Background: an optimization exercise with open tools, aiming at small area, a short achievable clock period and few clock cycles. Do not read the settings as production practice. Only simulation tests tie the RTL to the original design; equivalence was not proved. Power and IR drop assume default switching activity.

==> design/flow/design.v <==
package lane_isa_pkg;
  typedef enum logic [2:0] {
    VOP_ADD,
    VOP_SUB,
    VOP_AND,
    VOP_OR,
    VOP_XOR,
    VOP_STORE
  } vop_e;
  typedef logic [$clog2(8)-1:0] vreg_t;
  typedef logic [$clog2(8)-1:0]    velem_t;
  typedef logic [$clog2(8):0]      vlen_t;
  typedef logic [3:0]                        vid_t;   
  typedef logic [32-1:0]             elem_t;
  typedef struct packed {
    vop_e  op;
    vreg_t vd;
    vreg_t vs1;
    vreg_t vs2;
    vlen_t vl;
    vid_t  id;
  } vinsn_t;
  typedef logic [$clog2(8 * 8 / 2)-1:0] vaddr_t;
  typedef enum logic {
    OPQ_A,
    OPQ_B
  } opqueue_e;
  typedef struct packed {
    logic     we;
    vaddr_t   addr;
    elem_t    wdata;
    opqueue_e tgt;
  } vrf_req_t;
  typedef struct packed {
    vreg_t  vreg;
    velem_t idx;
    elem_t  data;
  } ldu_wr_t;
  typedef struct packed {
    vop_e  op;
    vlen_t vl;
  } alu_cmd_t;
  localparam int unsigned VidW    = 4;
  localparam int unsigned VinsnW  = 3 + 3 * $clog2(8) + $clog2(8) + 1 + VidW;
  localparam int unsigned VaddrW  = $clog2(8 * 8 / 2);
  localparam int unsigned VrfReqW = 1 + VaddrW + 32 + 1;
  localparam int unsigned LduWrW  = $clog2(8) + $clog2(8) + 32;
endpackage
`timescale 1ns/1ps
module stream_buffer #(
  parameter int unsigned Depth = 2
) (
  input  logic                                   clk_i,
  input  logic                                   rst_ni,
  input  logic [8-1:0][32-1:0] data_i,
  input  logic [$clog2(8)-1:0]         last_i,    
  input  logic                                   push_i,
  output logic                                   full_o,
  output logic                                   full_next_o,
  output logic [32-1:0]                  data_o,
  output logic                                   valid_o,
  input  logic                                   ready_i
);
  localparam int unsigned PtrW = (Depth > 1) ? $clog2(Depth) : 1;
  localparam int unsigned CntW = $clog2(Depth + 1);
  localparam int unsigned IdxW = $clog2(8);
  logic [8-1:0][32-1:0] mem_q [Depth];
  logic [IdxW-1:0]   last_q [Depth];
  logic [PtrW-1:0]   wr_ptr_q, rd_ptr_q;
  logic [CntW-1:0]   count_q, count_d;
  logic [IdxW-1:0]   idx_q;
  logic              o_valid_q;
  logic [32-1:0] o_data_q;
  logic              pop, load, free;
  assign pop         = o_valid_q && ready_i;
  assign load        = (!o_valid_q || pop) && (count_q != '0);
  assign free        = load && (idx_q == last_q[rd_ptr_q]);
  assign count_d     = count_q + CntW'(push_i) - CntW'(free);
  assign full_o      = (count_q == CntW'(Depth));
  assign full_next_o = (count_d == CntW'(Depth));
  assign data_o      = o_data_q;
  assign valid_o     = o_valid_q;
  always_ff @(posedge clk_i) begin
    if (push_i) begin
      mem_q[wr_ptr_q]  <= data_i;
      last_q[wr_ptr_q] <= last_i;
    end
    if (load) o_data_q <= mem_q[rd_ptr_q][idx_q];
  end
  always_ff @(posedge clk_i or negedge rst_ni) begin
    if (!rst_ni) begin
      wr_ptr_q  <= '0;
      rd_ptr_q  <= '0;
      count_q   <= '0;
      idx_q     <= '0;
      o_valid_q <= 1'b0;
    end else begin
      if (push_i) wr_ptr_q <= (wr_ptr_q == PtrW'(Depth - 1)) ? '0 : wr_ptr_q + 1'b1;
      if (free)   rd_ptr_q <= (rd_ptr_q == PtrW'(Depth - 1)) ? '0 : rd_ptr_q + 1'b1;
      if (load)   idx_q    <= free ? '0 : idx_q + 1'b1;
      count_q <= count_d;
      if (load)     o_valid_q <= 1'b1;
      else if (pop) o_valid_q <= 1'b0;
    end
  end
endmodule
`timescale 1ns/1ps
module vector_regfile (
  input  logic                                        clk_i,
  input  logic [8-1:0]                   row_en_i,
  input  logic [8-1:0]                      col_en_i,
  input  logic [8-1:0][32-1:0]      wdata_i,
  input  logic [8-1:0][8-1:0]  ra_sel_i,
  input  logic [8-1:0][8-1:0]  rb_sel_i,
  output logic [8-1:0][32-1:0]      ra_o,
  output logic [8-1:0][32-1:0]      rb_o
);
  logic [8*8*32-1:0] q;
  for (genvar i = 0; i < 8; i++) begin : gen_elem
    for (genvar r = 0; r < 8; r++) begin : gen_reg
      always_ff @(posedge clk_i) begin
        if (row_en_i[r] && col_en_i[i]) q[(r*8+i)*32 +: 32] <= wdata_i[i];
      end
    end
    always_comb begin
      ra_o[i] = '0;
      rb_o[i] = '0;
      for (int r = 0; r < 8; r++) begin
        ra_o[i] = ra_o[i] | ({32{ra_sel_i[i][r]}} & q[(r*8+i)*32 +: 32]);
        rb_o[i] = rb_o[i] | ({32{rb_sel_i[i][r]}} & q[(r*8+i)*32 +: 32]);
      end
    end
  end
endmodule
`timescale 1ns/1ps
module vector_alu_pg (
  input  lane_isa_pkg::elem_t opa_i,
  input  lane_isa_pkg::elem_t opb_i,
  input  logic                sub_i,
  output lane_isa_pkg::elem_t p_o,
  output lane_isa_pkg::elem_t g_o
);
  lane_isa_pkg::elem_t b;
  assign b   = opb_i ^ {32{sub_i}};
  assign p_o = opa_i ^ b;
  assign g_o = opa_i & b;
endmodule
module vector_alu (
  input  lane_isa_pkg::elem_t p_i,
  input  lane_isa_pkg::elem_t g_i,
  input  logic                cin_i,
  input  lane_isa_pkg::elem_t ldata_i,
  input  logic                f_arith_i,
  input  logic                f_and_i,
  input  logic                f_or_i,
  input  logic                f_xor_i,
  input  logic                f_ld_i,
  output lane_isa_pkg::elem_t res_o
);
  localparam int unsigned W = 32;
  localparam int unsigned L = $clog2(W);
  logic [L:0][W-1:0] gg, pp;
  logic [W-1:0]      c, sum;
  assign gg[0] = {g_i[W-1:1], g_i[0] | (p_i[0] & cin_i)};
  assign pp[0] = p_i;
  for (genvar l = 0; l < L; l++) begin : gen_level
    for (genvar k = 0; k < W; k++) begin : gen_bit
      if (((k >> l) & 1) == 1) begin : gen_node
        localparam int unsigned J = ((k >> l) << l) - 1;
        assign gg[l+1][k] = gg[l][k] | (pp[l][k] & gg[l][J]);
        assign pp[l+1][k] = pp[l][k] & pp[l][J];
      end else begin : gen_pass
        assign gg[l+1][k] = gg[l][k];
        assign pp[l+1][k] = pp[l][k];
      end
    end
  end
  assign c   = {gg[L][W-2:0], cin_i};
  assign sum = p_i ^ c;
  assign res_o = ({W{f_arith_i}} & sum) |
                 ({W{f_and_i}}   & g_i) |
                 ({W{f_or_i}}    & (p_i | g_i)) |
                 ({W{f_xor_i}}   & p_i) |
                 ({W{f_ld_i}}    & ldata_i);
endmodule
`timescale 1ns/1ps
`timescale 1ns/1ps
`timescale 1ns/1ps
module lane (
  input  logic    clk_i,
  input  logic    rst_ni,
  input  logic [lane_isa_pkg::VinsnW-1:0]  insn_i,
  input  logic    insn_valid_i,
  output logic    insn_ready_o,
  input  logic [lane_isa_pkg::LduWrW-1:0] ldu_wr_i,
  input  logic    ldu_valid_i,
  output logic    ldu_ready_o,
  output logic [32-1:0]     stu_operand_o,
  output logic    stu_valid_o,
  input  logic    stu_ready_i,
  output logic    done_o,
  output logic [lane_isa_pkg::VidW-1:0]    done_id_o
);
  localparam int unsigned NrRegs = 8;
  localparam int unsigned VlMax  = 8;
  localparam int unsigned W      = 32;
  localparam int unsigned IdxW   = $clog2(8);
  localparam int unsigned NrF    = 2;
  localparam int unsigned ItemW  = 1 + lane_isa_pkg::LduWrW;
  localparam int unsigned CntW   = $clog2(NrF + 3);
  typedef logic [ItemW-1:0] item_t;
  logic  free1_q, free2_q;    
  logic  ld_acc, in_acc;
  logic  done_q;
  lane_isa_pkg::vid_t done_id_q;
  assign insn_ready_o = free1_q;
  assign ldu_ready_o  = free2_q;
  assign ld_acc       = ldu_valid_i && free2_q;
  assign in_acc       = insn_valid_i && free1_q;
  assign done_o    = done_q;
  assign done_id_o = done_id_q;
  always_ff @(posedge clk_i or negedge rst_ni) begin
    if (!rst_ni) done_q <= 1'b0;
    else         done_q <= in_acc;
  end
  always_ff @(posedge clk_i) begin
    if (in_acc) done_id_q <= insn_i[lane_isa_pkg::VidW-1:0];
  end
  logic [NrF-1:0] f_valid_q;
  item_t          f_item_q [NrF];
  item_t          strm [NrF+2];
  logic [NrF+1:0] strm_v;
  logic [CntW-1:0] f_cnt, cnt_d;
  logic           r_adv, take;
  item_t          r_src;
  logic           r_src_v;
  always_comb begin
    item_t inc0, inc1;
    inc0 = ld_acc ? {1'b1, ldu_wr_i} : {1'b0, (lane_isa_pkg::LduWrW - lane_isa_pkg::VinsnW)'(0), insn_i};
    inc1 = {1'b0, (lane_isa_pkg::LduWrW - lane_isa_pkg::VinsnW)'(0), insn_i};
    f_cnt = '0;
    for (int k = 0; k < NrF; k++) f_cnt = f_cnt + CntW'(f_valid_q[k]);
    for (int k = 0; k < NrF + 2; k++) begin
      if (k < NrF && f_valid_q[k]) begin
        strm[k]   = f_item_q[k];
        strm_v[k] = 1'b1;
      end else if (CntW'(k) == f_cnt) begin
        strm[k]   = inc0;
        strm_v[k] = ld_acc || in_acc;
      end else begin
        strm[k]   = inc1;
        strm_v[k] = (CntW'(k) == f_cnt + 1'b1) && ld_acc && in_acc;
      end
    end
  end
  assign r_src   = strm[0];
  assign r_src_v = strm_v[0];
  assign take    = r_adv && r_src_v;
  always_comb begin
    cnt_d = '0;
    for (int k = 0; k < NrF + 2; k++) cnt_d = cnt_d + CntW'(strm_v[k]);
    cnt_d = cnt_d - CntW'(take);
  end
  always_ff @(posedge clk_i or negedge rst_ni) begin
    if (!rst_ni) begin
      f_valid_q <= '0;
      free1_q   <= 1'b0;
      free2_q   <= 1'b0;
    end else begin
      for (int k = 0; k < NrF; k++) f_valid_q[k] <= take ? strm_v[k+1] : strm_v[k];
      free1_q <= (cnt_d <= CntW'(NrF - 1));
      free2_q <= (cnt_d <= CntW'(NrF - 2));
    end
  end
  always_ff @(posedge clk_i) begin
    for (int k = 0; k < NrF; k++) f_item_q[k] <= take ? strm[k+1] : strm[k];
  end
  typedef struct packed {
    logic                 valid;
    logic                 alu;
    logic                 store;
    logic                 load;
    logic                 sub;
    logic                 arith;
    logic                 f_and;
    logic                 f_or;
    logic                 f_xor;
    logic [NrRegs-1:0]    vd;      
    logic [NrRegs-1:0]    vs1;     
    logic [NrRegs-1:0]    vs2;     
    logic [VlMax-1:0]     mask;    
    logic [IdxW-1:0]      last;    
    logic [NrRegs-1:0]    ldreg;   
    logic [VlMax-1:0]     ldidx;   
    lane_isa_pkg::elem_t  lddata;
  } ritem_t;
  ritem_t dec, r_q, rn;
  always_comb begin
    logic [2:0] op;
    logic       is_ld;
    lane_isa_pkg::vlen_t vl;
    is_ld      = r_src[ItemW-1];
    op         = r_src[19:17];
    vl         = r_src[7:4];
    dec        = '0;
    dec.valid  = r_src_v;
    dec.alu    = r_src_v && !is_ld && (op != 3'd5);
    dec.store  = r_src_v && !is_ld && (op == 3'd5);
    dec.load   = r_src_v && is_ld;
    dec.sub    = dec.alu && (op == 3'd1);
    dec.arith  = dec.alu && ((op == 3'd0) || (op == 3'd1));
    dec.f_and  = dec.alu && (op == 3'd2);
    dec.f_or   = dec.alu && (op == 3'd3);
    dec.f_xor  = dec.alu && (op == 3'd4);
    for (int r = 0; r < NrRegs; r++) begin
      dec.vd[r]    = dec.alu && (r_src[16:14] == 3'(r));
      dec.vs1[r]   = dec.alu && (r_src[13:11] == 3'(r));
      dec.vs2[r]   = (dec.alu || dec.store) && (r_src[10:8] == 3'(r));
      dec.ldreg[r] = dec.load && (r_src[37:35] == 3'(r));
    end
    for (int i = 0; i < VlMax; i++) begin
      dec.mask[i]  = (vl > 4'(i));
      dec.ldidx[i] = (r_src[34:32] == 3'(i));
    end
    dec.last   = IdxW'(vl - 1'b1);
    dec.lddata = r_src[31:0];
  end
  assign rn = r_adv ? dec : r_q;
  always_ff @(posedge clk_i or negedge rst_ni) begin
    if (!rst_ni) begin
      r_q.valid <= 1'b0;
      r_q.alu   <= 1'b0;
      r_q.store <= 1'b0;
      r_q.load  <= 1'b0;
    end else begin
      r_q.valid <= rn.valid;
      r_q.alu   <= rn.alu;
      r_q.store <= rn.store;
      r_q.load  <= rn.load;
    end
  end
  always_ff @(posedge clk_i) begin
    r_q.sub    <= rn.sub;
    r_q.arith  <= rn.arith;
    r_q.f_and  <= rn.f_and;
    r_q.f_or   <= rn.f_or;
    r_q.f_xor  <= rn.f_xor;
    r_q.vd     <= rn.vd;
    r_q.vs1    <= rn.vs1;
    r_q.vs2    <= rn.vs2;
    r_q.mask   <= rn.mask;
    r_q.last   <= rn.last;
    r_q.ldreg  <= rn.ldreg;
    r_q.ldidx  <= rn.ldidx;
    r_q.lddata <= rn.lddata;
  end
  logic                 p_valid_q, p_go_q;
  logic [NrRegs-1:0]    p_vs2_q, p_lock;
  logic [VlMax-1:0]     p_mask_q;
  logic [IdxW-1:0]      p_last_q;
  logic                 sb_full, sb_full_next, sb_push;
  logic [IdxW-1:0]      sb_last;
  logic [NrRegs-1:0]    e_wr_q;
  logic                 hz, go_alu, go_ld, st_direct, p_take, r_go, p_valid_d;
  assign p_lock = p_valid_q ? p_vs2_q : '0;
  assign hz = |((r_q.vs1 | r_q.vs2) & e_wr_q);
  assign go_alu    = r_q.alu && !hz && !p_go_q && !(|(r_q.vd & p_lock));
  assign go_ld     = r_q.load && (p_go_q || !(|(r_q.ldreg & p_lock)));
  assign st_direct = r_q.store && !p_valid_q && !sb_full && !hz;
  assign p_take    = r_q.store && (p_go_q || (!p_valid_q && (sb_full || hz)));
  assign r_go      = go_alu || go_ld || st_direct || p_take;
  assign r_adv     = !r_q.valid || r_go;
  assign sb_push   = p_go_q || st_direct;
  assign sb_last   = p_go_q ? p_last_q : r_q.last;
  assign p_valid_d = p_take || (p_valid_q && !p_go_q);
  always_ff @(posedge clk_i or negedge rst_ni) begin
    if (!rst_ni) begin
      p_valid_q <= 1'b0;
      p_go_q    <= 1'b0;
    end else begin
      p_valid_q <= p_valid_d;
      p_go_q    <= p_valid_d && !sb_full_next;
    end
  end
  always_ff @(posedge clk_i) begin
    if (p_take) begin
      p_vs2_q  <= r_q.vs2;
      p_mask_q <= r_q.mask;
      p_last_q <= r_q.last;
    end
  end
  logic [VlMax-1:0][NrRegs-1:0] a_sel_q, b_sel_q;
  always_ff @(posedge clk_i) begin
    for (int i = 0; i < VlMax; i++) begin
      a_sel_q[i] <= rn.vs1 & {NrRegs{rn.mask[i]}};
      if (p_valid_d && !sb_full_next) begin
        b_sel_q[i] <= p_take ? (r_q.vs2 & {NrRegs{r_q.mask[i]}})
                             : (p_vs2_q & {NrRegs{p_mask_q[i]}});
      end else begin
        b_sel_q[i] <= rn.vs2 & {NrRegs{rn.mask[i]}};
      end
    end
  end
  logic [VlMax-1:0][W-1:0] opa, opb, pg_p, pg_g, wdata;
  logic [VlMax-1:0]        e_col_q;
  logic [VlMax-1:0][W-1:0] e_p_q, e_g_q;
  logic                    e_cin_q, e_arith_q, e_and_q, e_or_q, e_xor_q, e_ld_q;
  lane_isa_pkg::elem_t     e_lddata_q;
  always_ff @(posedge clk_i or negedge rst_ni) begin
    if (!rst_ni) e_wr_q <= '0;
    else         e_wr_q <= go_alu ? r_q.vd : (go_ld ? r_q.ldreg : '0);
  end
  always_ff @(posedge clk_i) begin
    e_col_q    <= r_q.load ? r_q.ldidx : r_q.mask;
    e_p_q      <= pg_p;
    e_g_q      <= pg_g;
    e_cin_q    <= r_q.sub;
    e_arith_q  <= r_q.arith;
    e_and_q    <= r_q.f_and;
    e_or_q     <= r_q.f_or;
    e_xor_q    <= r_q.f_xor;
    e_ld_q     <= r_q.load;
    e_lddata_q <= r_q.lddata;
  end
  vector_regfile vector_regfile_inst (
    .clk_i   (clk_i),
    .row_en_i(e_wr_q),
    .col_en_i(e_col_q),
    .wdata_i (wdata),
    .ra_sel_i(a_sel_q),
    .rb_sel_i(b_sel_q),
    .ra_o    (opa),
    .rb_o    (opb)
  );
  for (genvar i = 0; i < VlMax; i++) begin : gen_alu
    vector_alu_pg vector_alu_pg_inst (
      .opa_i(opa[i]),
      .opb_i(opb[i]),
      .sub_i(r_q.sub),
      .p_o  (pg_p[i]),
      .g_o  (pg_g[i])
    );
    vector_alu vector_alu_inst (
      .p_i      (e_p_q[i]),
      .g_i      (e_g_q[i]),
      .cin_i    (e_cin_q),
      .ldata_i  (e_lddata_q),
      .f_arith_i(e_arith_q),
      .f_and_i  (e_and_q),
      .f_or_i   (e_or_q),
      .f_xor_i  (e_xor_q),
      .f_ld_i   (e_ld_q),
      .res_o    (wdata[i])
    );
  end
  stream_buffer #(.Depth(2)) store_buffer_inst (
    .clk_i      (clk_i),
    .rst_ni     (rst_ni),
    .data_i     (opb),
    .last_i     (sb_last),
    .push_i     (sb_push),
    .full_o     (sb_full),
    .full_next_o(sb_full_next),
    .data_o     (stu_operand_o),
    .valid_o    (stu_valid_o),
    .ready_i    (stu_ready_i)
  );
endmodule
==> design/flow/run.sh <==
#!/bin/bash
# synth_recipe.tcl (not shown) runs the flow's synth.tcl, then flattens the netlist and writes it again
# the make line also repeats each setting of config.mk as NAME=value (left out here)
make -C /OpenROAD-flow-scripts/flow DESIGN_CONFIG=/design/flow/config.mk WORK_HOME=/design/flow/orfs CLKGATE_MAP_FILE= SYNTH_SCRIPT=/design/flow/synth_recipe.tcl finish
==> design/flow/config.mk <==
export PLATFORM = sky130hd
export DESIGN_NAME = lane
export DESIGN_NICKNAME = lane
export VERILOG_FILES = /design/flow/design.v
export SDC_FILE = /design/flow/constraint.sdc
export NUM_CORES = 4
export LEC_CHECK = 0
export CAP_MARGIN = 20
export CORE_MARGIN = 2
export CORE_UTILIZATION = 40
export SLEW_MARGIN = 20
==> design/flow/constraint.sdc <==
create_clock -name core_clock -period 7.0 [get_ports {clk_i}]
set_input_delay 1.4000 -clock core_clock [delete_from_list [all_inputs] [get_ports {clk_i}]]
set_output_delay 1.4000 -clock core_clock [all_outputs]
set_load 0.01 [all_outputs]
==> results of run 1 <==
## per-stage QoR
| stage | instance area [sq um] | TNS (ps) | hold WS [ps] | cells | setup WS, ps |
|---|---|---|---|---|---|
| after floorplan | 145000 | -746750 | 323 | 10163 | -1440 |
| after global placement | 152000 | 0 | 323 | 14607 | 900 |
| after detailed placement | 152000 | 0 | 327 | 14610 | 1100 |
| after CTS | 164000 | 0 | 332 | 15299 | 1900 |
| after global routing | 165000 | 0 | 345 | 15333 | 1540 |
| final | 165000 | 0 | 336 | 15384 | 1740 |
## worst paths after layout
kind / startpoint / endpoint / slack, ps / cells past startpoint
setup reg to reg: e_cin_q / vector_regfile_inst.q[1371] / 1740 / 12
hold reg to reg: r_q[86] / e_arith_q / 340 / 0
max in group asynchronous: rst_ni / store_buffer_inst.idx_q[0] / 5830 / 1
min in group asynchronous: rst_ni / done_q / 530 / 1
setup / recovery: e_cin_q / vector_regfile_inst.q[1371] / 1740 / 12
hold / removal: r_q[86] / e_arith_q / 340 / 0
## power breakdown
group | internal, W | leakage [nW] | switching (W)
combinational | 0.000475 | 18.4 | 0.000760
clock | 0.0122 | 6.26 | 0.00835
sequential | 0.0221 | 35.3 | 0.000181
## cells by family (layout without fill, tap and decap cells)
family          count (synthesis)  after routing  share of synthesized area
flops                        3500           3500                      0.669
compound gates               3363           3363                      0.170
xor+xnor                      432            432                     0.0261
mux                           246            246                     0.0311
buf+inv                       798           1141                     0.0215
fa+ha+maj                     317            317                     0.0274
simple gates                 1507           1507                     0.0549
other cells                     0             84                          0
## sequential cells by signal, indices dropped and copies added, names as in the netlist, 4 cells and up
name                        cells
e_g_q                         256
e_wr_q                          8
done_id_q                       4
e_p_q                         256
f_item_q                       78
r_q                            92
store_buffer_inst.o_data_q     32
store_buffer_inst.mem_q       512
vector_regfile_inst.q        2048
p_mask_q                        8
e_col_q                         8
p_vs2_q                         8
store_buffer_inst.last_q        6
e_lddata_q                     32
a_sel_q                        64
b_sel_q                        64
## final cells by class
class / count / area, sq um
antenna: 84 / 210
fill: 31292 / 197000
multi-input combinational: 5865 / 45000
timing repair buffer: 379 / 3310
tap: 4794 / 6000
inverter: 73 / 283
sequential: 3500 / 97100
clock inverter: 169 / 2120
clock buffer: 520 / 10700
## Yosys cell counts (all sizes together) (9+ instances only)
| cell | n |
|---|---|
| a211oi | 23 |
| clkbuf | 610 |
| nor2b | 16 |
| a21boi | 9 |
| or2 | 27 |
| buf | 115 |
| nor2 | 212 |
| o21a | 14 |
| and3 | 64 |
| o31ai | 12 |
| nand3 | 101 |
| a22oi | 2080 |
| a22o | 18 |
| inv | 73 |
| a311oi | 51 |
| nor3 | 28 |
| nand2 | 357 |
| xnor2 | 87 |
| a221oi | 151 |
| nand2b | 19 |
| a21oi | 242 |
| mux2i | 53 |
| or3 | 12 |
| a31oi | 32 |
| dfrtp | 27 |
| dfxtp | 788 |
| ha | 315 |
| nor3b | 23 |
| a222oi | 100 |
| o21ai | 337 |
| a221o | 12 |
| nand4 | 531 |
| edfxtp | 2685 |
| o211ai | 87 |
| o21bai | 27 |
| and2 | 97 |
| xor2 | 345 |
| mux2 | 33 |
| mux4 | 160 |
| o22ai | 49 |
| a21o | 78 |
## critical path: stages, from the launching register on
cell and delay [ps]:
sky130_fd_sc_hd__dfxtp_1 1000, sky130_fd_sc_hd__ha_1 270, sky130_fd_sc_hd__or2_2 190, sky130_fd_sc_hd__ha_1 230, sky130_fd_sc_hd__o211ai_1 180, sky130_fd_sc_hd__a21oi_1 300, sky130_fd_sc_hd__o211ai_1 190, sky130_fd_sc_hd__o31ai_1 590
sky130_fd_sc_hd__a21oi_1 410, sky130_fd_sc_hd__o21a_1 290, sky130_fd_sc_hd__o21ai_0 430, sky130_fd_sc_hd__xnor2_1 130, sky130_fd_sc_hd__o21ai_0 720
## per-layer routing
metal	wire, um	vias up	global-route usage	share of wire
met3	76800	1662	0.0858	0.14
li1	-	41814	-	-
met4	34900	36	0.177	0.064
met5	249	-	0	0.00046
met1	196000	52465	0.367	0.36
met2	238000	8795	0.428	0.44
==> impl_results.html, run 1 <==
<table>
<tr><th>Metric</th><th>Value</th></tr>
<tr><th colspan="2">Power and ir drop</th></tr>
<tr><td>Worst-case vdd ir drop</td><td>0.000287 V</td></tr>
<tr><td>Power after layout</td><td>approximately 0.044 W</td></tr>
<tr><td>Lkg Pwr</td><td>around 60 nW</td></tr>
<tr><td>P per Cell Area</td><td>268 nW/um^2</td></tr>
<tr><th colspan="2">Timing</th></tr>
<tr><td>Final Critical Period</td><td>about 5300 ps</td></tr>
<tr><td>Final Slew Violations</td><td>0</td></tr>
<tr><td>Final-report hold violation count</td><td>0</td></tr>
<tr><td>Normalized max-slew margin</td><td>0.206</td></tr>
<tr><td>Max Clock Freq</td><td>approximately 190 MHz</td></tr>
<tr><td>Setup repair after global routing missed its margin</td><td>false</td></tr>
<tr><td>Slew at the pin with the worst max-slew slack</td><td>between 1000 and 1500 ps</td></tr>
<tr><td>Post-Route Skew</td><td>around 61 ps</td></tr>
<tr><td>Final Cycle Share</td><td>0.751</td></tr>
<tr><td>Final count of negative-setup-slack endpoints</td><td>0</td></tr>
<tr><th colspan="2">Synthesis</th></tr>
<tr><td>Post-synthesis area per instance</td><td>14.3 sq um</td></tr>
<tr><td>Combined area of all synthesized cells</td><td>145,000 sq um</td></tr>
<tr><td>Proportion of register bits with asynchronous set or reset after synthesis</td><td>0.00771</td></tr>
<tr><td>Post-synth top flop</td><td>sky130_fd_sc_hd__edfxtp_1</td></tr>
<tr><td>Post-Syn Instances</td><td>10,163</td></tr>
<tr><td>Number of warnings reported in the yosys synthesis log</td><td>7</td></tr>
<tr><td>Synthesized Nets</td><td>10,543</td></tr>
<tr><td>Top cell type's share of synthesized area</td><td>0.556</td></tr>
<tr><td>Leading post-synthesis cells by cell area</td><td>sky130_fd_sc_hd__edfxtp_1, sky130_fd_sc_hd__dfxtp_1, sky130_fd_sc_hd__a22oi_1, sky130_fd_sc_hd__ha_1, sky130_fd_sc_hd__mux4_2</td></tr>
<tr><td>EDFF count, synth</td><td>between 2,000 and 3,000</td></tr>
<tr><td>Sequential cell area fraction in the yosys report</td><td>0.669</td></tr>
<tr><td>Flip-flop and latch count after synthesis</td><td>roughly 3,500</td></tr>
<tr><td>Yosys top cell by area</td><td>sky130_fd_sc_hd__edfxtp_1</td></tr>
<tr><td>Distinct cells, synth</td><td>between 80 and 90</td></tr>
<tr><th colspan="2">Clock tree</th></tr>
<tr><td>Clock tree root buffer cell</td><td>sky130_fd_sc_hd__clkbuf_16</td></tr>
<tr><td>Sink count of the clock tree</td><td>between 3,000 and 4,000</td></tr>
<tr><td>Maximum clock insertion buffer count</td><td>4</td></tr>
<tr><td>Clock latency on the worst-skew pair</td><td>960 ps</td></tr>
<tr><td>CTS Hold Bufs</td><td>0</td></tr>
<tr><td>H-Tree Depth</td><td>5</td></tr>
<tr><td>Clock slew at the register clock pins of the worst setup and hold paths</td><td>60 ps</td></tr>
<tr><td>Setup Buffers After CTS</td><td>0</td></tr>
<tr><td>Clock tree from TritonCTS</td><td>built</td></tr>
<tr><td>Resized cells post-CTS</td><td>0</td></tr>
<tr><td>Num CTS Buffers</td><td>367</td></tr>
<tr><th colspan="2">Global route</th></tr>
<tr><td>First-pass GRT wire length</td><td>roughly 750 mm</td></tr>
<tr><td>Gr ovfl total</td><td>0</td></tr>
<tr><td>Number of antenna violations at the first check in global routing</td><td>68</td></tr>
<tr><td>Total track usage</td><td>0.287</td></tr>
<tr><td>Number of global-route vias before repair</td><td>101,652</td></tr>
<tr><td>Maximum number of pins on one net before global-route repair</td><td>approximately 150</td></tr>
<tr><th colspan="2">Route</th></tr>
<tr><td>Vias per cell</td><td>slightly below 7</td></tr>
<tr><td>Remaining antenna violation count</td><td>0</td></tr>
<tr><td>Detailed Routing Iterations Pass 1</td><td>8</td></tr>
<tr><td>Routed WL per cell</td><td>roughly 35 um</td></tr>
<tr><td>DRC</td><td>0</td></tr>
<tr><td>Iteration-0 DRC Markers</td><td>roughly 17,000</td></tr>
<tr><td>DR vias</td><td>~100k</td></tr>
<tr><td>Final Routed Wirelength</td><td>between 500 and 600 mm</td></tr>
<tr><th colspan="2">Floorplan</th></tr>
<tr><td>Core area</td><td>approximately 360,000 sq um</td></tr>
<tr><td>Die width</td><td>606 um</td></tr>
<tr><td>Number of placement rows</td><td>221</td></tr>
<tr><td>Die height</td><td>about 610 um</td></tr>
<tr><td>Initial core utilization</td><td>0.401</td></tr>
<tr><td>Num ports</td><td>103</td></tr>
<tr><td>Full die area</td><td>367,000 sq um</td></tr>
<tr><th colspan="2">Finish</th></tr>
<tr><td>Post-layout net count</td><td>between 10,000 and 15,000</td></tr>
<tr><td>Layout Utilization</td><td>0.455</td></tr>
<tr><td>Commonest non-fill, non-tap cell in the layout</td><td>sky130_fd_sc_hd__edfxtp_1</td></tr>
<tr><td>Synthesis-to-finish area growth</td><td>13.5%</td></tr>
<tr><td>Most used cells in the layout excluding fill and tap cells</td><td>sky130_fd_sc_hd__edfxtp_1, sky130_fd_sc_hd__a22oi_1, sky130_fd_sc_hd__dfxtp_1</td></tr>
<tr><td>Share of final-layout standard cells stronger than drive strength 1</td><td>0.118</td></tr>
<tr><th colspan="2">Critical path</th></tr>
<tr><td>Data arrival time of the critical path</td><td>~5900 ps</td></tr>
<tr><td>Critical path peak fanout</td><td>8</td></tr>
<tr><td>Endpoint kind of the worst setup timing path</td><td>flop</td></tr>
<tr><td>Startpoint kind of the worst setup timing path</td><td>flop</td></tr>
<tr><td>Data required, critical path</td><td>7600 ps</td></tr>
<tr><td>CP Class</td><td>reg -&gt; reg</td></tr>
<tr><th colspan="2">Placement</th></tr>
<tr><td>Final RePlAce weighted congestion</td><td>approximately 0.86</td></tr>
<tr><td>Number of port buffers</td><td>between 100 and 150</td></tr>
<tr><td>DPL Wire Length</td><td>between 300 and 400 mm</td></tr>
<tr><th colspan="2">Run status</th></tr>
<tr><td>Outcome</td><td>complete, no violations</td></tr>
<tr><th colspan="2">Job</th></tr>
<tr><td>Maximum Capacitance Violations</td><td>0</td></tr>
<tr><th colspan="2">Hold path</th></tr>
<tr><td>Tightest Hold Check Type</td><td>reg -&gt; reg</td></tr>
</table>
Testbench counts, summed over its fixed seeds: cycles 7,212.
==> inputs of run 2 (changes only) <==
--- a/design/flow/design.v
+++ b/design/flow/design.v
@@ -73,3 +73,3 @@
   logic [32-1:0] o_data_q;
-  logic              pop, load, free;
+  logic              pop, load, free, bypass, keep;
   assign pop         = o_valid_q && ready_i;
@@ -77,3 +77,5 @@
   assign free        = load && (idx_q == last_q[rd_ptr_q]);
-  assign count_d     = count_q + CntW'(push_i) - CntW'(free);
+  assign bypass      = push_i && (!o_valid_q || pop) && (count_q == '0);
+  assign keep        = push_i && !(bypass && (last_i == '0));
+  assign count_d     = count_q + CntW'(keep) - CntW'(free);
   assign full_o      = (count_q == CntW'(Depth));
@@ -83,3 +85,3 @@
   always_ff @(posedge clk_i) begin
-    if (push_i) begin
+    if (keep) begin
       mem_q[wr_ptr_q]  <= data_i;
@@ -87,3 +89,4 @@
     end
-    if (load) o_data_q <= mem_q[rd_ptr_q][idx_q];
+    if (load)        o_data_q <= mem_q[rd_ptr_q][idx_q];
+    else if (bypass) o_data_q <= data_i[0];
   end
@@ -97,8 +100,9 @@
     end else begin
-      if (push_i) wr_ptr_q <= (wr_ptr_q == PtrW'(Depth - 1)) ? '0 : wr_ptr_q + 1'b1;
-      if (free)   rd_ptr_q <= (rd_ptr_q == PtrW'(Depth - 1)) ? '0 : rd_ptr_q + 1'b1;
-      if (load)   idx_q    <= free ? '0 : idx_q + 1'b1;
+      if (keep) wr_ptr_q <= (wr_ptr_q == PtrW'(Depth - 1)) ? '0 : wr_ptr_q + 1'b1;
+      if (free) rd_ptr_q <= (rd_ptr_q == PtrW'(Depth - 1)) ? '0 : rd_ptr_q + 1'b1;
+      if (load)        idx_q <= free ? '0 : idx_q + 1'b1;
+      else if (keep && bypass) idx_q <= IdxW'(1);
       count_q <= count_d;
-      if (load)     o_valid_q <= 1'b1;
-      else if (pop) o_valid_q <= 1'b0;
+      if (load || bypass) o_valid_q <= 1'b1;
+      else if (pop)       o_valid_q <= 1'b0;
     end
@@ -140,36 +144,49 @@
   output lane_isa_pkg::elem_t p_o,
-  output lane_isa_pkg::elem_t g_o
+  output lane_isa_pkg::elem_t g_o,     
+  output logic [32/4-1:0] gg_o,  
+  output logic [32/4-1:0] gp_o   
 );
+  localparam int unsigned W = 32;
   lane_isa_pkg::elem_t b;
-  assign b   = opb_i ^ {32{sub_i}};
+  assign b   = opb_i ^ {W{sub_i}};
   assign p_o = opa_i ^ b;
-  assign g_o = opa_i & b;
+  assign g_o = {opa_i[W-1:1] & b[W-1:1], (opa_i[0] & b[0]) | (p_o[0] & sub_i)};
+  for (genvar j = 0; j < W / 4; j++) begin : gen_group
+    assign gg_o[j] = g_o[4*j+3] | (p_o[4*j+3] & g_o[4*j+2]) |
+                     (p_o[4*j+3] & p_o[4*j+2] & g_o[4*j+1]) |
+                     (p_o[4*j+3] & p_o[4*j+2] & p_o[4*j+1] & g_o[4*j]);
+    assign gp_o[j] = &p_o[4*j +: 4];
+  end
 endmodule
 module vector_alu (
-  input  lane_isa_pkg::elem_t p_i,
-  input  lane_isa_pkg::elem_t g_i,
-  input  logic                cin_i,
-  input  lane_isa_pkg::elem_t ldata_i,
-  input  logic                f_arith_i,
-  input  logic                f_and_i,
-  input  logic                f_or_i,
-  input  logic                f_xor_i,
-  input  logic                f_ld_i,
-  output lane_isa_pkg::elem_t res_o
+  input  lane_isa_pkg::elem_t     p_i,
+  input  lane_isa_pkg::elem_t     g_i,
+  input  logic [32/4-1:0] gg_i,
+  input  logic [32/4-1:0] gp_i,
+  input  logic                    cin_i,
+  input  lane_isa_pkg::elem_t     ldata_i,
+  input  logic                    f_arith_i,
+  input  logic                    f_and_i,
+  input  logic                    f_or_i,
+  input  logic                    f_xor_i,
+  input  logic                    f_ld_i,
+  output lane_isa_pkg::elem_t     res_o
 );
-  localparam int unsigned W = 32;
-  localparam int unsigned L = $clog2(W);
-  logic [L:0][W-1:0] gg, pp;
-  logic [W-1:0]      c, sum;
-  assign gg[0] = {g_i[W-1:1], g_i[0] | (p_i[0] & cin_i)};
-  assign pp[0] = p_i;
+  localparam int unsigned W  = 32;
+  localparam int unsigned NG = W / 4;
+  localparam int unsigned L  = $clog2(NG);
+  logic [L:0][NG-1:0] cg, cp;
+  logic [NG-1:0]      gc;      
+  logic [W-1:0]       c, sum;
+  assign cg[0] = gg_i;
+  assign cp[0] = gp_i;
   for (genvar l = 0; l < L; l++) begin : gen_level
-    for (genvar k = 0; k < W; k++) begin : gen_bit
-      if (((k >> l) & 1) == 1) begin : gen_node
-        localparam int unsigned J = ((k >> l) << l) - 1;
-        assign gg[l+1][k] = gg[l][k] | (pp[l][k] & gg[l][J]);
-        assign pp[l+1][k] = pp[l][k] & pp[l][J];
+    for (genvar j = 0; j < NG; j++) begin : gen_grp
+      if (((j >> l) & 1) == 1) begin : gen_node
+        localparam int unsigned J = ((j >> l) << l) - 1;
+        assign cg[l+1][j] = cg[l][j] | (cp[l][j] & cg[l][J]);
+        assign cp[l+1][j] = cp[l][j] & cp[l][J];
       end else begin : gen_pass
-        assign gg[l+1][k] = gg[l][k];
-        assign pp[l+1][k] = pp[l][k];
+        assign cg[l+1][j] = cg[l][j];
+        assign cp[l+1][j] = cp[l][j];
       end
@@ -177,3 +194,10 @@
   end
-  assign c   = {gg[L][W-2:0], cin_i};
+  assign gc = {cg[L][NG-2:0], 1'b0};
+  for (genvar j = 0; j < NG; j++) begin : gen_carry
+    assign c[4*j]   = (j == 0) ? cin_i : gc[j];
+    assign c[4*j+1] = g_i[4*j] | (p_i[4*j] & gc[j]);
+    assign c[4*j+2] = g_i[4*j+1] | (p_i[4*j+1] & g_i[4*j]) | (p_i[4*j+1] & p_i[4*j] & gc[j]);
+    assign c[4*j+3] = g_i[4*j+2] | (p_i[4*j+2] & g_i[4*j+1]) | (p_i[4*j+2] & p_i[4*j+1] & g_i[4*j]) |
+                      (p_i[4*j+2] & p_i[4*j+1] & p_i[4*j] & gc[j]);
+  end
   assign sum = p_i ^ c;
@@ -232,3 +256,3 @@
   logic [NrF+1:0] strm_v;
-  logic [CntW-1:0] f_cnt, cnt_d;
+  logic [CntW-1:0] f_cnt_q, cnt_d;
   logic           r_adv, take;
@@ -240,4 +264,2 @@
     inc1 = {1'b0, (lane_isa_pkg::LduWrW - lane_isa_pkg::VinsnW)'(0), insn_i};
-    f_cnt = '0;
-    for (int k = 0; k < NrF; k++) f_cnt = f_cnt + CntW'(f_valid_q[k]);
     for (int k = 0; k < NrF + 2; k++) begin
@@ -246,3 +268,3 @@
         strm_v[k] = 1'b1;
-      end else if (CntW'(k) == f_cnt) begin
+      end else if (CntW'(k) == f_cnt_q) begin
         strm[k]   = inc0;
@@ -251,3 +273,3 @@
         strm[k]   = inc1;
-        strm_v[k] = (CntW'(k) == f_cnt + 1'b1) && ld_acc && in_acc;
+        strm_v[k] = (CntW'(k) == f_cnt_q + 1'b1) && ld_acc && in_acc;
       end
@@ -258,7 +280,3 @@
   assign take    = r_adv && r_src_v;
-  always_comb begin
-    cnt_d = '0;
-    for (int k = 0; k < NrF + 2; k++) cnt_d = cnt_d + CntW'(strm_v[k]);
-    cnt_d = cnt_d - CntW'(take);
-  end
+  assign cnt_d   = f_cnt_q + CntW'(ld_acc) + CntW'(in_acc) - CntW'(take);
   always_ff @(posedge clk_i or negedge rst_ni) begin
@@ -266,2 +284,3 @@
       f_valid_q <= '0;
+      f_cnt_q   <= '0;
       free1_q   <= 1'b0;
@@ -270,2 +289,3 @@
       for (int k = 0; k < NrF; k++) f_valid_q[k] <= take ? strm_v[k+1] : strm_v[k];
+      f_cnt_q <= cnt_d;
       free1_q <= (cnt_d <= CntW'(NrF - 1));
@@ -357,3 +377,3 @@
   logic                 p_valid_q, p_go_q;
-  logic [NrRegs-1:0]    p_vs2_q, p_lock;
+  logic [NrRegs-1:0]    p_vs2_q;
   logic [VlMax-1:0]     p_mask_q;
@@ -364,6 +384,7 @@
   logic                 hz, go_alu, go_ld, st_direct, p_take, r_go, p_valid_d;
-  assign p_lock = p_valid_q ? p_vs2_q : '0;
-  assign hz = |((r_q.vs1 | r_q.vs2) & e_wr_q);
-  assign go_alu    = r_q.alu && !hz && !p_go_q && !(|(r_q.vd & p_lock));
-  assign go_ld     = r_q.load && (p_go_q || !(|(r_q.ldreg & p_lock)));
+  logic hz_q, lk_q, hz_d, lk_d;
+  logic [NrRegs-1:0] p_vs2_d;
+  assign hz = hz_q;
+  assign go_alu    = r_q.alu && !hz && !p_go_q && !(lk_q && p_valid_q);
+  assign go_ld     = r_q.load && (p_go_q || !(lk_q && p_valid_q));
   assign st_direct = r_q.store && !p_valid_q && !sb_full && !hz;
@@ -375,2 +396,14 @@
   assign p_valid_d = p_take || (p_valid_q && !p_go_q);
+  assign p_vs2_d = p_take ? r_q.vs2 : p_vs2_q;
+  assign hz_d    = (go_alu || go_ld) && |((dec.vs1 | dec.vs2) & (r_q.vd | r_q.ldreg));
+  assign lk_d    = |((rn.vd | rn.ldreg) & p_vs2_d);
+  always_ff @(posedge clk_i or negedge rst_ni) begin
+    if (!rst_ni) begin
+      hz_q <= 1'b0;
+      lk_q <= 1'b0;
+    end else begin
+      hz_q <= hz_d;
+      lk_q <= lk_d;
+    end
+  end
   always_ff @(posedge clk_i or negedge rst_ni) begin
@@ -404,4 +437,6 @@
   logic [VlMax-1:0][W-1:0] opa, opb, pg_p, pg_g, wdata;
+  logic [VlMax-1:0][W/4-1:0] pg_gg, pg_gp;
   logic [VlMax-1:0]        e_col_q;
   logic [VlMax-1:0][W-1:0] e_p_q, e_g_q;
+  logic [VlMax-1:0][W/4-1:0] e_gg_q, e_gp_q;
   logic                    e_cin_q, e_arith_q, e_and_q, e_or_q, e_xor_q, e_ld_q;
@@ -416,2 +451,4 @@
     e_g_q      <= pg_g;
+    e_gg_q     <= pg_gg;
+    e_gp_q     <= pg_gp;
     e_cin_q    <= r_q.sub;
@@ -440,3 +477,5 @@
       .p_o  (pg_p[i]),
-      .g_o  (pg_g[i])
+      .g_o  (pg_g[i]),
+      .gg_o (pg_gg[i]),
+      .gp_o (pg_gp[i])
     );
@@ -445,2 +484,4 @@
       .g_i      (e_g_q[i]),
+      .gg_i     (e_gg_q[i]),
+      .gp_i     (e_gp_q[i]),
       .cin_i    (e_cin_q),
--- a/design/flow/config.mk
+++ b/design/flow/config.mk
@@ -9,3 +9,4 @@
 export CORE_MARGIN = 2
-export CORE_UTILIZATION = 40
+export CORE_UTILIZATION = 55
+export SETUP_SLACK_MARGIN = 4.0
 export SLEW_MARGIN = 20
==> impl_results.html, run 2 <==
<table>
<tr><th>Metric</th><th>Value</th></tr>
<tr><th colspan="2">Synthesis</th></tr>
<tr><td>Proportion of register bits with asynchronous set or reset after synthesis</td><td>0.00887</td></tr>
<tr><td>Leading post-synthesis cells by cell area</td><td>sky130_fd_sc_hd__edfxtp_1, sky130_fd_sc_hd__dfxtp_1, sky130_fd_sc_hd__a22oi_1, sky130_fd_sc_hd__ha_1, sky130_fd_sc_hd__mux4_2</td></tr>
<tr><td>Post-synthesis area per instance</td><td>14.3 sq um</td></tr>
<tr><td>EDFF count, synth</td><td>2,661</td></tr>
<tr><td>Most repeated cell in the gate-level netlist after synthesis</td><td>sky130_fd_sc_hd__edfxtp_1</td></tr>
<tr><td>Number of warnings reported in the yosys synthesis log</td><td>7</td></tr>
<tr><td>Sequential cell area fraction in the yosys report</td><td>0.675</td></tr>
<tr><td>Post-synth top flop</td><td>sky130_fd_sc_hd__edfxtp_1</td></tr>
<tr><td>Top cell type's share of synthesized area</td><td>0.545</td></tr>
<tr><td>Flip-flop and latch count after synthesis</td><td>3,609</td></tr>
<tr><td>Distinct cells, synth</td><td>83</td></tr>
<tr><td>Synthesized Nets</td><td>around 11,000</td></tr>
<tr><td>Yosys top cell by area</td><td>sky130_fd_sc_hd__edfxtp_1</td></tr>
<tr><td>Post-Syn Instances</td><td>a little over 10,000</td></tr>
<tr><td>Most instantiated cells after synthesis</td><td>sky130_fd_sc_hd__edfxtp_1, sky130_fd_sc_hd__a22oi_1, sky130_fd_sc_hd__dfxtp_1</td></tr>
<tr><td>Combined area of all synthesized cells</td><td>147,000 sq um</td></tr>
<tr><th colspan="2">Critical path</th></tr>
<tr><td>Data required, critical path</td><td>around 5600 ps</td></tr>
<tr><td>Slowest cell on the critical path</td><td>sky130_fd_sc_hd__edfxtp_1</td></tr>
<tr><td>Critical path peak fanout</td><td>1</td></tr>
<tr><td>CP Class</td><td>reg -&gt; out</td></tr>
<tr><td>Critical-path cell list</td><td>buf_2</td></tr>
<tr><td>Minimum setup slack among reg-to-reg paths</td><td>between 3000 and 4000 ps</td></tr>
<tr><td>Highest cell delay on the worst timing path</td><td>roughly 640 ps</td></tr>
<tr><td>Startpoint kind of the worst setup timing path</td><td>flop</td></tr>
<tr><td>Data arrival time of the critical path</td><td>approximately 1800 ps</td></tr>
<tr><td>CP bufs+invs</td><td>1</td></tr>
<tr><td>Family with the most delay on the worst path</td><td>flip-flops</td></tr>
<tr><td>Endpoint kind of the worst setup timing path</td><td>output port</td></tr>
<tr><th colspan="2">Power and ir drop</th></tr>
<tr><td>P per Cell Area</td><td>between 200 and 300 nW/um^2</td></tr>
<tr><td>Lkg Pwr</td><td>roughly 63 nW</td></tr>
<tr><td>Power after layout</td><td>between 0.04 and 0.05 W</td></tr>
<tr><td>Switch share</td><td>0.226</td></tr>
<tr><td>Portion of total power attributed to combinational logic</td><td>0.075</td></tr>
<tr><td>Flop pwr share</td><td>0.501</td></tr>
<tr><td>Sw Pwr</td><td>about 0.011 W</td></tr>
<tr><td>Proportion of power drawn by the clock network</td><td>0.424</td></tr>
<tr><td>Internal Pwr Total</td><td>around 0.036 W</td></tr>
<tr><td>Worst-case vdd ir drop</td><td>around 0.00022 V</td></tr>
<tr><th colspan="2">Finish</th></tr>
<tr><td>Layout Utilization</td><td>0.628</td></tr>
<tr><td>Largest registers in the final layout</td><td>vector_regfile_inst.q x2048, store_buffer_inst.mem_q x512</td></tr>
<tr><td>Most used cells in the layout excluding fill and tap cells</td><td>sky130_fd_sc_hd__edfxtp_1, sky130_fd_sc_hd__a22oi_1, sky130_fd_sc_hd__dfxtp_1</td></tr>
<tr><td>Synthesis-to-finish area growth</td><td>13.5%</td></tr>
<tr><td>Register with the most flip-flops</td><td>vector_regfile_inst.q</td></tr>
<tr><td>Post-layout net count</td><td>between 10,000 and 15,000</td></tr>
<tr><td>Commonest non-fill, non-tap cell in the layout</td><td>sky130_fd_sc_hd__edfxtp_1</td></tr>
<tr><td>Share of final-layout standard cells stronger than drive strength 1</td><td>0.140</td></tr>
<tr><td>Max reg flops</td><td>2,048</td></tr>
<tr><th colspan="2">Timing</th></tr>
<tr><td>Final Slew Violations</td><td>0</td></tr>
<tr><td>Final Cycle Share</td><td>0.459</td></tr>
<tr><td>Final count of negative-setup-slack endpoints</td><td>0</td></tr>
<tr><td>Final-report hold violation count</td><td>0</td></tr>
<tr><td>Setup repair after global routing missed its margin</td><td>true</td></tr>
<tr><td>Min setup slack post-route</td><td>between 3000 and 4000 ps</td></tr>
<tr><td>Normalized max-slew margin</td><td>0.107</td></tr>
<tr><td>Final total negative setup slack</td><td>0 ps</td></tr>
<tr><td>Slew at the pin with the worst max-slew slack</td><td>approximately 1300 ps</td></tr>
<tr><td>Final Critical Period</td><td>about 3200 ps</td></tr>
<tr><td>Fin Hold WS</td><td>approximately 340 ps</td></tr>
<tr><td>Post-Route Skew</td><td>approximately 45 ps</td></tr>
<tr><td>Max Clock Freq</td><td>slightly above 300 MHz</td></tr>
<tr><th colspan="2">Route</th></tr>
<tr><td>Routed WL per cell</td><td>between 30 and 40 um</td></tr>
<tr><td>Iteration-0 DRC Markers</td><td>roughly 18,000</td></tr>
<tr><td>DR vias</td><td>between 100k and 150k</td></tr>
<tr><td>Vias per cell</td><td>~7.3</td></tr>
<tr><td>Detailed Routing Iterations Pass 1</td><td>10</td></tr>
<tr><td>DRC</td><td>0</td></tr>
<tr><td>Remaining antenna violation count</td><td>0</td></tr>
<tr><td>Final Routed Wirelength</td><td>549 mm</td></tr>
<tr><th colspan="2">Clock tree</th></tr>
<tr><td>Sink count of the clock tree</td><td>roughly 3,600</td></tr>
<tr><td>Clock tree root buffer cell</td><td>sky130_fd_sc_hd__clkbuf_16</td></tr>
<tr><td>Maximum clock insertion buffer count</td><td>4</td></tr>
<tr><td>CTS Hold Bufs</td><td>0</td></tr>
<tr><td>Clock slew at the register clock pins of the worst setup and hold paths</td><td>roughly 60 ps</td></tr>
<tr><td>H-Tree Depth</td><td>5</td></tr>
<tr><td>Clock tree from TritonCTS</td><td>built</td></tr>
<tr><td>Clock latency on the worst-skew pair</td><td>between 900 and 1000 ps</td></tr>
<tr><td>Num CTS Buffers</td><td>approximately 370</td></tr>
<tr><th colspan="2">Global route</th></tr>
<tr><td>First-pass GRT wire length</td><td>751 mm</td></tr>
<tr><td>Maximum number of pins on one net before global-route repair</td><td>approximately 110</td></tr>
<tr><td>Gr ovfl total</td><td>0</td></tr>
<tr><td>Total track usage</td><td>0.393</td></tr>
<tr><td>Number of global-route vias before repair</td><td>about 100k</td></tr>
<tr><td>Number of antenna violations at the first check in global routing</td><td>70</td></tr>
<tr><th colspan="2">Run status</th></tr>
<tr><td>Outcome</td><td>complete, no violations</td></tr>
<tr><th colspan="2">Floorplan</th></tr>
<tr><td>Full die area</td><td>between 200,000 and 300,000 sq um</td></tr>
<tr><td>Core area</td><td>about 270,000 sq um</td></tr>
<tr><td>Die width</td><td>between 500 and 600 um</td></tr>
<tr><td>Number of placement rows</td><td>approximately 190</td></tr>
<tr><td>Die height</td><td>roughly 520 um</td></tr>
<tr><td>Num ports</td><td>a little over 100</td></tr>
<tr><td>Initial core utilization</td><td>0.553</td></tr>
<tr><th colspan="2">Hold path</th></tr>
<tr><td>Tightest Hold Check Type</td><td>reg -&gt; reg</td></tr>
<tr><th colspan="2">Placement</th></tr>
<tr><td>Final RePlAce weighted congestion</td><td>0.900</td></tr>
<tr><td>Post-Place Worst Slack</td><td>2020 ps</td></tr>
<tr><td>Number of port buffers</td><td>about 100</td></tr>
<tr><td>DPL Wire Length</td><td>between 300 and 400 mm</td></tr>
<tr><th colspan="2">Job</th></tr>
<tr><td>Maximum Capacitance Violations</td><td>0</td></tr>
</table>
## run 2: cells by family (layout without fill, tap and decap cells)
logic type | after synthesis | in the layout | synth area share
flip-flops | 3609 | 3609 | 0.675
XOR/XNOR | 463 | 463 | 0.0276
other | 0 | 83 | 0
adder cells (fa/ha/maj) | 322 | 322 | 0.0276
AO/OA/AOI/OAI | 3201 | 3202 | 0.158
multiplexers | 271 | 271 | 0.0327
AND/OR/NAND/NOR | 1574 | 1582 | 0.0575
buffers and inverters | 807 | 1294 | 0.0212
## run 2: cell type report
class	instances	area [sq um]
Antenna cell	83	208
Clock buffer	544	10800
Clock inverter	149	1410
Fill cell	19515	98600
Inverter	97	395
Multi-Input combinational cell	5840	45500
Sequential cell	3609	99100
Tap cell	3533	4420
Timing Repair Buffer	504	4630
## run 2: power groups by stage
stage / clock [W] / combinational [W] / sequential (W)
finish: 0.0200 / 0.00351 / 0.0236
global route: 0.0209 / 0.00360 / 0.0236
CTS: 0.0201 / 0.00336 / 0.0235
detailed placement: 0 / 0.00323 / 0.0240
global placement: 0 / 0.00322 / 0.0240
floorplan: 0 / 0.00196 / 0.0238
## run 2: per-layer routing
metal / GRT usage / part of all wire / up-vias
met5: 0 / 0.00042 / -
met4: 0.233 / 0.062 / 34
met3: 0.124 / 0.15 / 1658
met2: 0.565 / 0.43 / 8789
met1: 0.526 / 0.36 / 52806
li1: - / - / 42103
## run 2: timing repair
item | CTS | global route
buffers inserted | 55 | 49
gates resized for setup | 290 | 115
endpoints found under the hold margin | 0 | 0
pin swaps | 36 | 39
cloned | 12 | 7
setup endpoints to repair | 2479 | 933
## run 2: worst paths after layout
path                                                    start                         end  depth (start not counted)
worst max-delay path            store_buffer_inst.o_data_q[1]            stu_operand_o[1]                          1
worst min-delay path                                  r_q[25]              e_lddata_q[25]                          0
worst max register to register     store_buffer_inst.rd_ptr_q                 b_sel_q[43]                         15
worst min register to register                        r_q[25]              e_lddata_q[25]                          0
max in group asynchronous                              rst_ni  store_buffer_inst.idx_q[0]                          2
min in group asynchronous                              rst_ni                      p_go_q                          1
## run 2: through the flow
| stage | area [sq um] | std cells |
|---|---|---|
| floorplan | 147000 | 10247 |
| global placement | 152000 | 13456 |
| detailed placement | 152000 | 13458 |
| CTS | 165000 | 14218 |
| global route | 166000 | 14287 |
| finish | 167000 | 14359 |
Testbench counts of run 2, summed over its fixed seeds: cycles 7,145.
==> inputs of run 3 (changes only) <==
--- a/design/flow/design.v
+++ b/design/flow/design.v
@@ -89,4 +89,5 @@
     end
-    if (load)        o_data_q <= mem_q[rd_ptr_q][idx_q];
-    else if (bypass) o_data_q <= data_i[0];
+    o_data_q <= ({32{load}} & mem_q[rd_ptr_q][idx_q]) |
+                ({32{bypass}} & data_i[0]) |
+                ({32{!load && !bypass}} & o_data_q);
   end
--- a/design/flow/config.mk
+++ b/design/flow/config.mk
@@ -10,2 +10,4 @@
 export CORE_UTILIZATION = 55
+export CTS_CLUSTER_DIAMETER = 80
+export CTS_CLUSTER_SIZE = 24
 export SETUP_SLACK_MARGIN = 4.0
==> impl_results.html, run 3 <==
<table>
<tr><th>Metric</th><th>Value</th></tr>
<tr><th colspan="2">Route</th></tr>
<tr><td>Vias per cell</td><td>7.39</td></tr>
<tr><td>Final Routed Wirelength</td><td>534 mm</td></tr>
<tr><td>Remaining antenna violation count</td><td>0</td></tr>
<tr><td>DRC</td><td>0</td></tr>
<tr><td>Detailed Routing Iterations Pass 1</td><td>9</td></tr>
<tr><td>Routed WL per cell</td><td>roughly 38 um</td></tr>
<tr><td>DR vias</td><td>103,745</td></tr>
<tr><td>Iteration-0 DRC Markers</td><td>17,932</td></tr>
<tr><th colspan="2">Clock tree</th></tr>
<tr><td>Clock tree from TritonCTS</td><td>built</td></tr>
<tr><td>Maximum clock insertion buffer count</td><td>3</td></tr>
<tr><td>Num CTS Buffers</td><td>about 180</td></tr>
<tr><td>Clock tree root buffer cell</td><td>sky130_fd_sc_hd__clkbuf_16</td></tr>
<tr><td>Sink count of the clock tree</td><td>roughly 3,600</td></tr>
<tr><td>Clock slew at the register clock pins of the worst setup and hold paths</td><td>~90 ps</td></tr>
<tr><td>H-Tree Depth</td><td>4</td></tr>
<tr><td>Clock latency on the worst-skew pair</td><td>~890 ps</td></tr>
<tr><th colspan="2">Timing</th></tr>
<tr><td>Final Slew Violations</td><td>0</td></tr>
<tr><td>Final-report hold violation count</td><td>0</td></tr>
<tr><td>Post-Route Skew</td><td>~50 ps</td></tr>
<tr><td>Final count of negative-setup-slack endpoints</td><td>0</td></tr>
<tr><td>Max Clock Freq</td><td>around 330 MHz</td></tr>
<tr><td>Slew at the pin with the worst max-slew slack</td><td>between 1000 and 1500 ps</td></tr>
<tr><td>Normalized max-slew margin</td><td>0.148</td></tr>
<tr><td>Setup repair after global routing missed its margin</td><td>true</td></tr>
<tr><td>Final Critical Period</td><td>between 2000 and 3000 ps</td></tr>
<tr><td>Final Cycle Share</td><td>0.427</td></tr>
<tr><td>Final total negative setup slack</td><td>0 ps</td></tr>
<tr><td>Min setup slack post-route</td><td>roughly 4000 ps</td></tr>
<tr><th colspan="2">Floorplan</th></tr>
<tr><td>Initial core utilization</td><td>0.553</td></tr>
<tr><td>Die height</td><td>between 500 and 600 um</td></tr>
<tr><td>Number of placement rows</td><td>~190</td></tr>
<tr><td>Die width</td><td>roughly 520 um</td></tr>
<tr><td>Core area</td><td>around 270,000 sq um</td></tr>
<tr><td>Num ports</td><td>between 100 and 150</td></tr>
<tr><td>Full die area</td><td>around 270,000 sq um</td></tr>
<tr><th colspan="2">Critical path</th></tr>
<tr><td>Critical-path cell list</td><td>buf_4, and2_2, buf_4, a221oi_1, nand2_1</td></tr>
<tr><td>Slowest cell on the critical path</td><td>sky130_fd_sc_hd__dfxtp_4</td></tr>
<tr><td>Endpoint kind of the worst setup timing path</td><td>flop</td></tr>
<tr><td>Logic depth of the worst register-to-register path</td><td>5</td></tr>
<tr><td>Data required, critical path</td><td>around 7700 ps</td></tr>
<tr><td>Highest cell delay on the worst timing path</td><td>~710 ps</td></tr>
<tr><td>FF-to-FF End</td><td>vector_regfile_inst.q[868]</td></tr>
<tr><td>Startpoint kind of the worst setup timing path</td><td>flop</td></tr>
<tr><td>Crit-path most repeated cell</td><td>sky130_fd_sc_hd__buf_4</td></tr>
<tr><td>Launch point of the worst reg-to-reg path</td><td>e_ld_q</td></tr>
<tr><td>CP Class</td><td>reg -&gt; reg</td></tr>
<tr><td>Family with the most delay on the worst path</td><td>buffers and inverters</td></tr>
<tr><td>Minimum setup slack among reg-to-reg paths</td><td>between 4000 and 5000 ps</td></tr>
<tr><td>Path length in cells of the critical path</td><td>5</td></tr>
<tr><td>Data arrival time of the critical path</td><td>between 3000 and 4000 ps</td></tr>
<tr><td>CP bufs+invs</td><td>2</td></tr>
<tr><td>Critical path peak fanout</td><td>26</td></tr>
<tr><th colspan="2">Global route</th></tr>
<tr><td>Maximum number of pins on one net before global-route repair</td><td>141</td></tr>
<tr><td>Gr ovfl total</td><td>0</td></tr>
<tr><td>Number of global-route vias before repair</td><td>around 99,000</td></tr>
<tr><td>Number of antenna violations at the first check in global routing</td><td>64</td></tr>
<tr><td>Total track usage</td><td>0.382</td></tr>
<tr><td>First-pass GRT wire length</td><td>734 mm</td></tr>
<tr><th colspan="2">Synthesis</th></tr>
<tr><td>Proportion of register bits with asynchronous set or reset after synthesis</td><td>0.00887</td></tr>
<tr><td>Flip-flop and latch count after synthesis</td><td>roughly 3,600</td></tr>
<tr><td>Yosys top cell by area</td><td>sky130_fd_sc_hd__edfxtp_1</td></tr>
<tr><td>Post-Syn Instances</td><td>around 10,000</td></tr>
<tr><td>Most repeated cell in the gate-level netlist after synthesis</td><td>sky130_fd_sc_hd__edfxtp_1</td></tr>
<tr><td>Distinct cells, synth</td><td>80</td></tr>
<tr><td>Combined area of all synthesized cells</td><td>between 100,000 and 150,000 sq um</td></tr>
<tr><td>Most instantiated cells after synthesis</td><td>sky130_fd_sc_hd__edfxtp_1, sky130_fd_sc_hd__a22oi_1, sky130_fd_sc_hd__dfxtp_1</td></tr>
<tr><td>Number of warnings reported in the yosys synthesis log</td><td>7</td></tr>
<tr><td>Post-synth top flop</td><td>sky130_fd_sc_hd__edfxtp_1</td></tr>
<tr><td>Post-synthesis area per instance</td><td>about 14 sq um</td></tr>
<tr><td>EDFF count, synth</td><td>between 2,000 and 3,000</td></tr>
<tr><td>Top cell type's share of synthesized area</td><td>0.539</td></tr>
<tr><td>Sequential cell area fraction in the yosys report</td><td>0.674</td></tr>
<tr><td>Synthesized Nets</td><td>roughly 11,000</td></tr>
<tr><td>Leading post-synthesis cells by cell area</td><td>sky130_fd_sc_hd__edfxtp_1, sky130_fd_sc_hd__dfxtp_1, sky130_fd_sc_hd__a22oi_1, sky130_fd_sc_hd__ha_1, sky130_fd_sc_hd__mux4_2</td></tr>
<tr><th colspan="2">Hold path</th></tr>
<tr><td>Cell depth of the worst hold path</td><td>0</td></tr>
<tr><td>Hold Path Sink</td><td>e_lddata_q[15]</td></tr>
<tr><td>Hold Path Origin</td><td>r_q[15]</td></tr>
<tr><td>Tightest Hold Check Type</td><td>reg -&gt; reg</td></tr>
<tr><th colspan="2">Finish</th></tr>
<tr><td>Number of standard cells in the final layout excluding fillers</td><td>between 10,000 and 15,000</td></tr>
<tr><td>Post-layout net count</td><td>approximately 11,000</td></tr>
<tr><td>Register with the most flip-flops</td><td>vector_regfile_inst.q</td></tr>
<tr><td>Share of final-layout standard cells stronger than drive strength 1</td><td>0.109</td></tr>
<tr><td>Most used cells in the layout excluding fill and tap cells</td><td>sky130_fd_sc_hd__edfxtp_1, sky130_fd_sc_hd__a22oi_1, sky130_fd_sc_hd__dfxtp_1</td></tr>
<tr><td>Post-Layout Inst Area</td><td>about 160,000 sq um</td></tr>
<tr><td>Synthesis-to-finish area growth</td><td>8.94%</td></tr>
<tr><td>Max reg flops</td><td>a little over 2,000</td></tr>
<tr><td>Seq. cell area</td><td>around 99,000 sq um</td></tr>
<tr><td>Fill cell count</td><td>20,076</td></tr>
<tr><td>Commonest non-fill, non-tap cell in the layout</td><td>sky130_fd_sc_hd__edfxtp_1</td></tr>
<tr><td>Largest registers in the final layout</td><td>vector_regfile_inst.q x2048, store_buffer_inst.mem_q x512</td></tr>
<tr><td>Combined area of the multi-input logic cells</td><td>between 40,000 and 50,000 sq um</td></tr>
<tr><th colspan="2">Job</th></tr>
<tr><td>Maximum Capacitance Violations</td><td>0</td></tr>
<tr><th colspan="2">Power and ir drop</th></tr>
<tr><td>Sw Pwr</td><td>0.00823 W</td></tr>
<tr><td>Worst-case vdd ir drop</td><td>approximately 0.00035 V</td></tr>
<tr><td>P per Cell Area</td><td>~230 nW/um^2</td></tr>
<tr><td>Portion of total power attributed to combinational logic</td><td>0.053</td></tr>
<tr><td>Proportion of power drawn by the clock network</td><td>0.324</td></tr>
<tr><td>Lkg Pwr</td><td>between 50 and 60 nW</td></tr>
<tr><td>Switch share</td><td>0.222</td></tr>
<tr><td>Flop pwr share</td><td>0.623</td></tr>
<tr><td>Internal Pwr Total</td><td>between 0.02 and 0.03 W</td></tr>
<tr><th colspan="2">Placement</th></tr>
<tr><td>Post-Place Worst Slack</td><td>~1500 ps</td></tr>
<tr><td>DPL Wire Length</td><td>300 mm</td></tr>
<tr><td>Number of port buffers</td><td>102</td></tr>
<tr><td>Post-place instance area</td><td>~150,000 sq um</td></tr>
<tr><td>Cells after DPL</td><td>13,541</td></tr>
<tr><td>Final RePlAce weighted congestion</td><td>~0.9</td></tr>
<tr><th colspan="2">Run status</th></tr>
<tr><td>Outcome</td><td>complete, no violations</td></tr>
</table>
## run 3: changes by cell type after synthesis, sizes merged, moves of 30 or more
cell	before	now
dfxtp	916	948
edfxtp	2661	2629
mux2	57	27
nand2	382	453
nand3	34	71
o21ai	343	375
o22ai	67	28
## run 3: metrics by stage
stage	util	hold WS (ps)	power, W
floorplan	-	323	0.0243
global placement	0.572	324	0.0252
detailed placement	0.573	327	0.0252
CTS	0.598	342	0.0370
global route	0.602	357	0.0380
finish	0.602	342	0.0370
## run 3: how the worst max path moves through the flow
stage / from / endpoint / slack (ps)
floorplan: stu_ready_i / store_buffer_inst.last_q[0][0] / 860
global placement: ldu_valid_i / b_sel_q[43] / 1470
detailed placement: ldu_valid_i / b_sel_q[39] / 1500
CTS: e_gg_q[8] / vector_regfile_inst.q[573] / 4000
global route: store_buffer_inst.rd_ptr_q / b_sel_q[51] / 3860
finish: e_ld_q / vector_regfile_inst.q[868] / 4010
## run 3: cell type report
type,count,share of cell area
repair buffers,481,0.0292
inverters,93,0.00242
multi-input cells,5926,0.286
clock inverters,32,0.00194
diodes,59,0.000925
clock buffers,298,0.0325
well taps,3533,0.0277
flip-flops and latches,3609,0.619
## run 3: power groups by stage
stage          combinational [W]  sequential (W)  clock [W]
4_1_cts                  0.00186          0.0231     0.0121
3_5_place_dp             0.00156          0.0236          0
2_1_floorplan            0.00100          0.0233          0
3_3_place_gp             0.00154          0.0236          0
6_report                 0.00196          0.0231     0.0120
5_1_grt                  0.00206          0.0231     0.0129
## run 3: timing repair
action,in CTS,in global routing
gates resized for setup,266,159
setup buffers,55,25
pin swaps,25,34
setup endpoints to repair,1546,874
cloned,11,9
hold buffers,0,0
## run 3: cell families after synthesis
family | synth area share
XOR/XNOR | 0.0277
buffers and inverters | 0.0212
multiplexers | 0.0308
flip-flops | 0.674
AND/OR/NAND/NOR | 0.0593
AO/OA/AOI/OAI | 0.160
adder cells (fa/ha/maj) | 0.0275
## run 3: per-layer routing
metal	up-vias	track usage	wire length, um
li1	41651	-	-
met1	51980	0.523	196000
met2	8530	0.555	230000
met3	1544	0.110	76200
met4	40	0.199	31200
met5	-	0	367
Testbench counts of run 3, summed over its fixed seeds: cycles 7,145.

re-timing with driven ports:
How much do the figures lean on ideal ports? The routed layouts below were timed once more, with nothing changed but the port constraints.
Step 1, drivers: a clkbuf_16 drives clk_i and a buf_2 each remaining input, both assumed.
Step 2 adds t to the input delays and takes it off the output delays; t is the mean of the earliest and latest rising clock arrival at the registers after step 1. Input paths then give back, and output paths get back, about the clock's delay inside the block.
a / b / c = ideal / step 1 / step 2; a / b = the first two.
| run | t (ns) | slack for setup (ns) | worst setup path after step 2 |
|---|---|---|---|
| run 1 | 1.030 | 1.743 / 1.743 / 0.897 | input to register |
| run 2 | 1.048 | 3.784 / 3.679 / 2.969 | input to register |
| run 3 | 0.974 | 4.009 / 3.921 / 3.110 | input to register |
After both steps setup and hold are still met in every run listed. The setup slack of run 3, which loses most, moves by -0.088 ns with the drivers and by -0.899 ns with both steps.
